Background: an optimization exercise with open tools, aiming at small area. Do not read the settings as production practice. In this exercise RTL edits were held to simulation tests only and were not proved equivalent to the original. Power is estimated from default activity; no workload was simulated.

$ cat flow/constraint.sdc
create_clock -name core_clock -period 8.5 [get_ports {clk}]
set_input_delay 1.7000 -clock core_clock [delete_from_list [all_inputs] [get_ports {clk}]]
set_output_delay 1.7000 -clock core_clock [all_outputs]
set_load 0.01 [all_outputs]
$ cat flow/run.sh
#!/bin/bash
# synth_recipe.tcl (not shown) runs the flow's synth.tcl, then flattens the netlist and writes it again
# the make line also repeats each setting of config.mk as NAME=value (left out here)
make -C /OpenROAD-flow-scripts/flow DESIGN_CONFIG=/design/flow/config.mk WORK_HOME=/design/flow/orfs CLKGATE_MAP_FILE= SYNTH_SCRIPT=/design/flow/synth_recipe.tcl finish
$ cat flow/design.v
`default_nettype none
module averaged_current_sense (
  input  wire logic        clk,
  input  wire logic        rst,
  input  wire logic        s_valid,
  output logic             s_ready,
  input  wire logic [1:0]  s_channel,
  input  wire logic        s_kind,
  input  wire logic [11:0] s_sample,
  output logic             r_valid,
  input  wire logic        r_ready,
  output logic [1:0]       r_channel,
  output logic             r_kind,
  output logic [11:0]      r_average,
  output logic [19:0]      r_current_ma,
  input  wire logic        cfg_we,
  input  wire logic [1:0]  cfg_index,
  input  wire logic [15:0] cfg_data
);
  localparam logic [2:0] ST_CLEAR = 3'd0;
  localparam logic [2:0] ST_IDLE  = 3'd1;
  localparam logic [2:0] ST_DIV   = 3'd2;
  localparam logic [2:0] ST_MUL   = 3'd3;
  localparam logic [2:0] ST_OUT   = 3'd4;
  logic [9:0]  meas_m1;
  logic [9:0]  cal_m1;
  logic [11:0] deadband;
  logic [15:0] gain;
  logic [9:0]  cnt_m1;
  always_comb begin
    if (cfg_data[10])              cnt_m1 = 10'h3FF;
    else if (cfg_data[9:0] == '0)  cnt_m1 = 10'd0;
    else                           cnt_m1 = cfg_data[9:0] - 10'd1;
  end
  always_ff @(posedge clk) begin
    if (rst) begin
      meas_m1  <= 10'd63;
      cal_m1   <= 10'd199;
      deadband <= 12'd149;
      gain     <= 16'd5158;
    end else if (cfg_we) begin
      case (cfg_index)
        2'd0:    meas_m1  <= cnt_m1;
        2'd1:    cal_m1   <= cnt_m1;
        2'd2:    deadband <= cfg_data[11:0];
        default: gain     <= cfg_data;
      endcase
    end
  end
  logic        ring_act  [4];
  logic        ring_kind [4];
  logic [9:0]  ring_len  [4];
  logic [21:0] ring_sum  [4];
  logic [11:0] ring_off  [4];
  logic [1:0]  ph;
  logic [2:0]  state;
  logic [3:0]  cnt;
  logic [1:0]  rch;
  logic        rkind;
  logic [11:0] wq;     
  logic [9:0]  wr;     
  logic [9:0]  wd;     
  logic        clearing;
  logic        accept;
  logic        fresh;
  logic        clr;
  logic [9:0]  len_g;
  logic [21:0] sum_next;
  logic        done;
  logic        at_head;
  logic        cal_wr;
  assign clearing = (state == ST_CLEAR);
  assign s_ready  = (state == ST_IDLE) && (ph == s_channel);
  assign accept   = s_valid && s_ready;
  assign fresh    = !ring_act[3] || (ring_kind[3] != s_kind);
  assign clr      = accept && fresh;
  assign len_g    = ring_len[3] & ~{10{clr}};
  assign sum_next = (ring_sum[3] & ~{22{clr}}) + {10'd0, s_sample & {12{accept}}};
  assign done     = len_g >= (s_kind ? cal_m1 : meas_m1);
  assign at_head  = (ph == rch);
  assign cal_wr   = (state == ST_MUL) && at_head && rkind;
  always_ff @(posedge clk) begin
    for (int i = 1; i < 4; i++) begin
      ring_act[i]  <= ring_act[i-1];
      ring_kind[i] <= ring_kind[i-1];
      ring_len[i]  <= ring_len[i-1];
      ring_sum[i]  <= ring_sum[i-1];
      ring_off[i]  <= ring_off[i-1];
    end
    ring_act[0]  <= accept ? !done : (ring_act[3] && !clearing);
    ring_kind[0] <= accept ? s_kind : ring_kind[3];
    ring_len[0]  <= len_g + {9'd0, accept};
    ring_sum[0]  <= sum_next;
    ring_off[0]  <= cal_wr ? wq : (ring_off[3] & ~{12{clearing}});
  end
  logic [10:0] trial;
  logic        fits;
  logic [10:0] diff;
  assign trial = {wr, wq[11]};
  assign diff  = trial - {1'b0, wd} - 11'd1;
  assign fits  = trial > {1'b0, wd};
  logic [11:0] corr;
  logic        above;
  logic        pass;
  logic [12:0] tsum;
  logic [11:0] acc_in;
  assign above  = wq > ring_off[3];
  assign corr   = wq - ring_off[3];
  assign pass   = !rkind && above && (corr >= deadband);
  assign acc_in = (cnt == 4'd0) ? 12'd0 : {wr, wd[9:8]};
  assign tsum   = {1'b0, acc_in} + {1'b0, (pass && gain[cnt]) ? corr : 12'd0};
  always_ff @(posedge clk) begin
    if (rst) ph <= 2'd0;
    else     ph <= ph + 2'd1;
  end
  always_ff @(posedge clk) begin
    if (rst) begin
      state <= ST_CLEAR;
    end else begin
      case (state)
        ST_CLEAR: if (ph == 2'd3) state <= ST_IDLE;
        ST_IDLE:  if (accept && done) state <= ST_DIV;
        ST_DIV:   if (cnt == 4'd11) state <= ST_MUL;
        ST_MUL:   if (at_head && cnt == 4'd15) state <= ST_OUT;
        ST_OUT:   if (r_ready) state <= ST_IDLE;
        default:  state <= ST_CLEAR;
      endcase
    end
  end
  always_ff @(posedge clk) begin
    case (state)
      ST_IDLE: begin
        cnt   <= 4'd0;
        rch   <= ph;
        rkind <= s_kind;
        wq    <= sum_next[11:0];
        wr    <= sum_next[21:12];
        wd    <= len_g;
      end
      ST_DIV: begin
        cnt <= (cnt == 4'd11) ? 4'd0 : cnt + 4'd1;
        wq  <= {wq[10:0], fits};
        wr  <= fits ? diff[9:0] : trial[9:0];
      end
      ST_MUL: begin
        if (at_head) begin
          cnt <= cnt + 4'd1;
          wr  <= tsum[12:3];
          wd  <= {tsum[2:0], wd[7:1]};
        end
      end
      default: begin
      end
    endcase
  end
  assign r_valid      = (state == ST_OUT);
  assign r_channel    = rch;
  assign r_kind       = rkind;
  assign r_average    = wq;
  assign r_current_ma = {wr, wd};
endmodule
`default_nettype wire
$ cat flow/config.mk
export PLATFORM = sky130hd
export DESIGN_NAME = averaged_current_sense
export DESIGN_NICKNAME = averaged_current_sense
export VERILOG_FILES = /design/flow/design.v
export SDC_FILE = /design/flow/constraint.sdc
export NUM_CORES = 4
export LEC_CHECK = 0
export CAP_MARGIN = 20
export CORE_MARGIN = 2
export CORE_UTILIZATION = 40
export SLEW_MARGIN = 20
==> flow_metrics.env <==
export IMPL_status="no timing/DRC/antenna violations"
export IMPL_cp_arrival_ps=6170
export IMPL_post_cts_resized=0
export IMPL_dieArea_mm2=0.0302
export IMPL_cp_startpoint="wq[0]$_DFFE_PP_"
export IMPL_yosysSeqAreaShare=0.513
export IMPL_synth_cell_types=64
export IMPL_clk_latency_ps=540
export IMPL_grt_start_max_net_pins=35
export IMPL_drv_cap=0
export IMPL_final_common_cell="dfxtp_1"
export IMPL_cts_tree="done"
export IMPL_cp_start_kind="flop"
export IMPL_nFillCells=2728
export IMPL_cts_setup_buffers=0
export IMPL_die_h_um=174
export IMPL_hold_viol=0
export IMPL_htree_levels=1
export IMPL_async_reset_ff_frac=0
export IMPL_drv_slew=0
export IMPL_synth_top_area_frac=0.412
export IMPL_overflow=0
export IMPL_leakage_nw=5.65
export IMPL_cts_root_buf="clkbuf_16"
export IMPL_setup_viol=0
export IMPL_crit_path_end_kind="flop"
export IMPL_viasPerCell=4.96
export IMPL_gp_congestion=0.856
export IMPL_core_area_mm2=0.0285
export IMPL_ctsHoldBuffers=0
export IMPL_dieWidth_um=174
export IMPL_synth_nets=1280
export IMPL_grt_usage=0.173
export IMPL_layout_worst_path_cycle_share=0.693
export IMPL_worstHoldStart="ring_off[2][5]$_DFF_P_"
export IMPL_pin_count=75
export IMPL_crit_required_ps=8780
export IMPL_drc=0
export IMPL_clock_sinks=276
export IMPL_path_max_fanout=13
export IMPL_n_antenna_cell=0
export IMPL_syn_to_final_growth_pct=18.4
export IMPL_grt_pass1_vias=7546
export IMPL_synthFlopType="dfxtp_1"
export IMPL_fin_skew_ps=13.6
export IMPL_io_buffers=74
export IMPL_hp_class="flop to flop"
export IMPL_path_class="flop to flop"
export IMPL_wire_per_inst_um=16.3
export IMPL_layout_drive_gt1_share=0.0676
export IMPL_grt_pass1_wl_um=41700
export IMPL_hold_slack_ps=320
export IMPL_rsz0062_at_grt="no"
export IMPL_worst_pin_slew_ps=1020
export IMPL_max_slew_margin=0.318
export IMPL_ys_warn_count=6
export IMPL_synth_cells=1163
export IMPL_drt_pass1_iter_count=5
export IMPL_num_rows=62
export IMPL_hpwl_um=19600
export IMPL_cts_max_path_buffers=3
export IMPL_synth_edf_count=39
export IMPL_clkTransAtPathRegs_ps=70
export IMPL_ant_nets=0
export IMPL_synth_area_top_cells="dfxtp_1 (41%), edfxtp_1 (10%), ha_1 (8.1%)"
export IMPL_timing_setup_tns_ps=0
export IMPL_yosys_area_top_type="dfxtp_1"
export IMPL_ys_ff_latch=276
export IMPL_mostFrequentLayoutCells="dfxtp_1 (237), nand2_1 (174), ha_1 (75)"
export IMPL_cts_made_buffers=28
export IMPL_final_nets=1352
export IMPL_ir_worst_vdd_uv=162
export IMPL_num_vias=8139
export IMPL_netlist_area_mm2=0.0115
export IMPL_reg2reg_from="wq[0]$_DFFE_PP_"
export IMPL_syn_area_per_cell_um2=9.91
export IMPL_layout_min_cycle_time_ps=5890
export IMPL_drtIter0Drc=555
export IMPL_drt_wl_total_um=26800
export IMPL_antenna_found_initial=0
export IMPL_start_util=0.404
export IMPL_timing_fmax_mhz=170
export IMPL_power_density_mw_per_mm2=218
==> metal layers <==
metal  vias up  wire (µm)  share of wire  global-route usage
met5         -          0              0                   0
li1       4133          -              -                   -
met2       160      11800           0.44               0.271
met1      3811      13500           0.50               0.250
met4         0        434          0.016              0.0420
met3        35       1140          0.042              0.0274
==> final timing paths <==
path,endpoint,slack [ps],depth (start not counted)
worst max-delay path,wr[7]$_DFFE_PP_,2610,26
worst min-delay path,ring_off[3][5]$_DFF_P_,320,0
worst max register to register,wr[7]$_DFFE_PP_,2610,26
worst min register to register,ring_off[3][5]$_DFF_P_,320,0
==> worst max-delay path: stages (launching register included) <==
cell and delay [ps]:
edfxtp_1 470, inv_1 70, ha_1 230, fa_1 420, nor2b_1 120, o21ai_0 90
a21boi_0 350, o22ai_1 200, o21ai_1 240, xor2_1 130, ha_1 280, o21ai_0 70
nand2b_1 80, a21oi_1 60, nor4bb_1 260, o311a_1 420, nor2b_1 190, ha_1 200
inv_1 60, fa_1 400, nor2b_1 120, o21ai_0 120, o22ai_1 330, o22ai_1 190
xnor2_1 150, a22oi_1 230, o21ai_0 120
==> cells in the mapped netlist (14+ instances only) <==
library cell / count
and2_1: 41
nand3_1: 21
nor2_1: 66
ha_1: 75
edfxtp_1: 39
a211oi_1: 15
nor2b_1: 19
o21ai_0: 51
o211ai_1: 21
mux2i_1: 17
a21oi_1: 65
clkbuf_1: 30
a21o_1: 14
dfxtp_1: 237
nand2_1: 174
xor2_1: 16
inv_1: 71
xnor2_1: 48
==> layout make-up <==
type | instances | area [µm²] | share of cell area
Clock inverter | 11 | 88.8 | 0.00651
Clock buffer | 41 | 917 | 0.0672
Timing Repair Buffer | 82 | 801 | 0.0587
Tap cell | 384 | 480 | 0.0352
Multi-Input combinational cell | 776 | 5180 | 0.379
Sequential cell | 276 | 5920 | 0.434
Inverter | 71 | 267 | 0.0195
==> sequential cells by signal, indices dropped and copies added (netlist names) <==
name,count
rch,2
state,3
meas_m1,10
ring_len,40
cnt,4
cal_m1,10
ring_off,48
gain,16
ring_kind,4
ring_act,4
ring_sum,88
rkind,1
wq,12
ph,2
deadband,12
wr,10
wd,10
==> cells by family after synthesis <==
logic type                 Yosys count  synth area share
and+or+nand+nor                    388             0.161
DFF                                276             0.513
AOI/OAI and AO/OA                  216             0.119
buffers and inverters              111            0.0386
adders and majority gates           79            0.0884
xor gates and xnor gates            64            0.0486
muxes                               29            0.0314
==> power breakdown <==
part	switching, mW	internal, mW	total [mW]
Combinational	0.149	0.124	0.273
Sequential	0.0298	1.37	1.40
Clock	0.512	0.781	1.29
==> stage by stage <==
step	util	power, mW	instance area, µm²	setup slack [ps]	cells
5_1_grt	0.478	3.08	13600	2150	1641
6_report	0.478	2.97	13600	2610	1641
2_1_floorplan	-	1.60	11500	3520	1163
3_5_place_dp	0.443	1.70	12600	2080	1589
4_1_cts	0.478	3.00	13600	2660	1641
3_3_place_gp	0.443	1.70	12600	2100	1589

-- static timing again, ports no longer ideal --
The flow's constraints put no driver on any port. The routed layout listed below was extracted and timed again, unchanged, in two steps.
Step 1: set_driving_cell puts a clkbuf_16 on clk and a buf_2 on each other input, an assumption about the parent block.
Step 2 adds t to the input delays and takes it off the output delays; t is the mean of the earliest and latest rising clock arrival at the registers after step 1. Input paths then give back, and output paths get back, about the clock's delay inside the block.
Three values: ideal, step 1, step 2; two values: the first two.
t (ns): 0.586
slack for setup (ns): 2.607 / 2.607 / 2.083
clock arrival spread, ns: 0.015 / 0.014
After both steps this run still meets setup and hold. For this run, drivers alone change the setup slack by 0.000 ns; drivers and shift together by -0.524 ns.
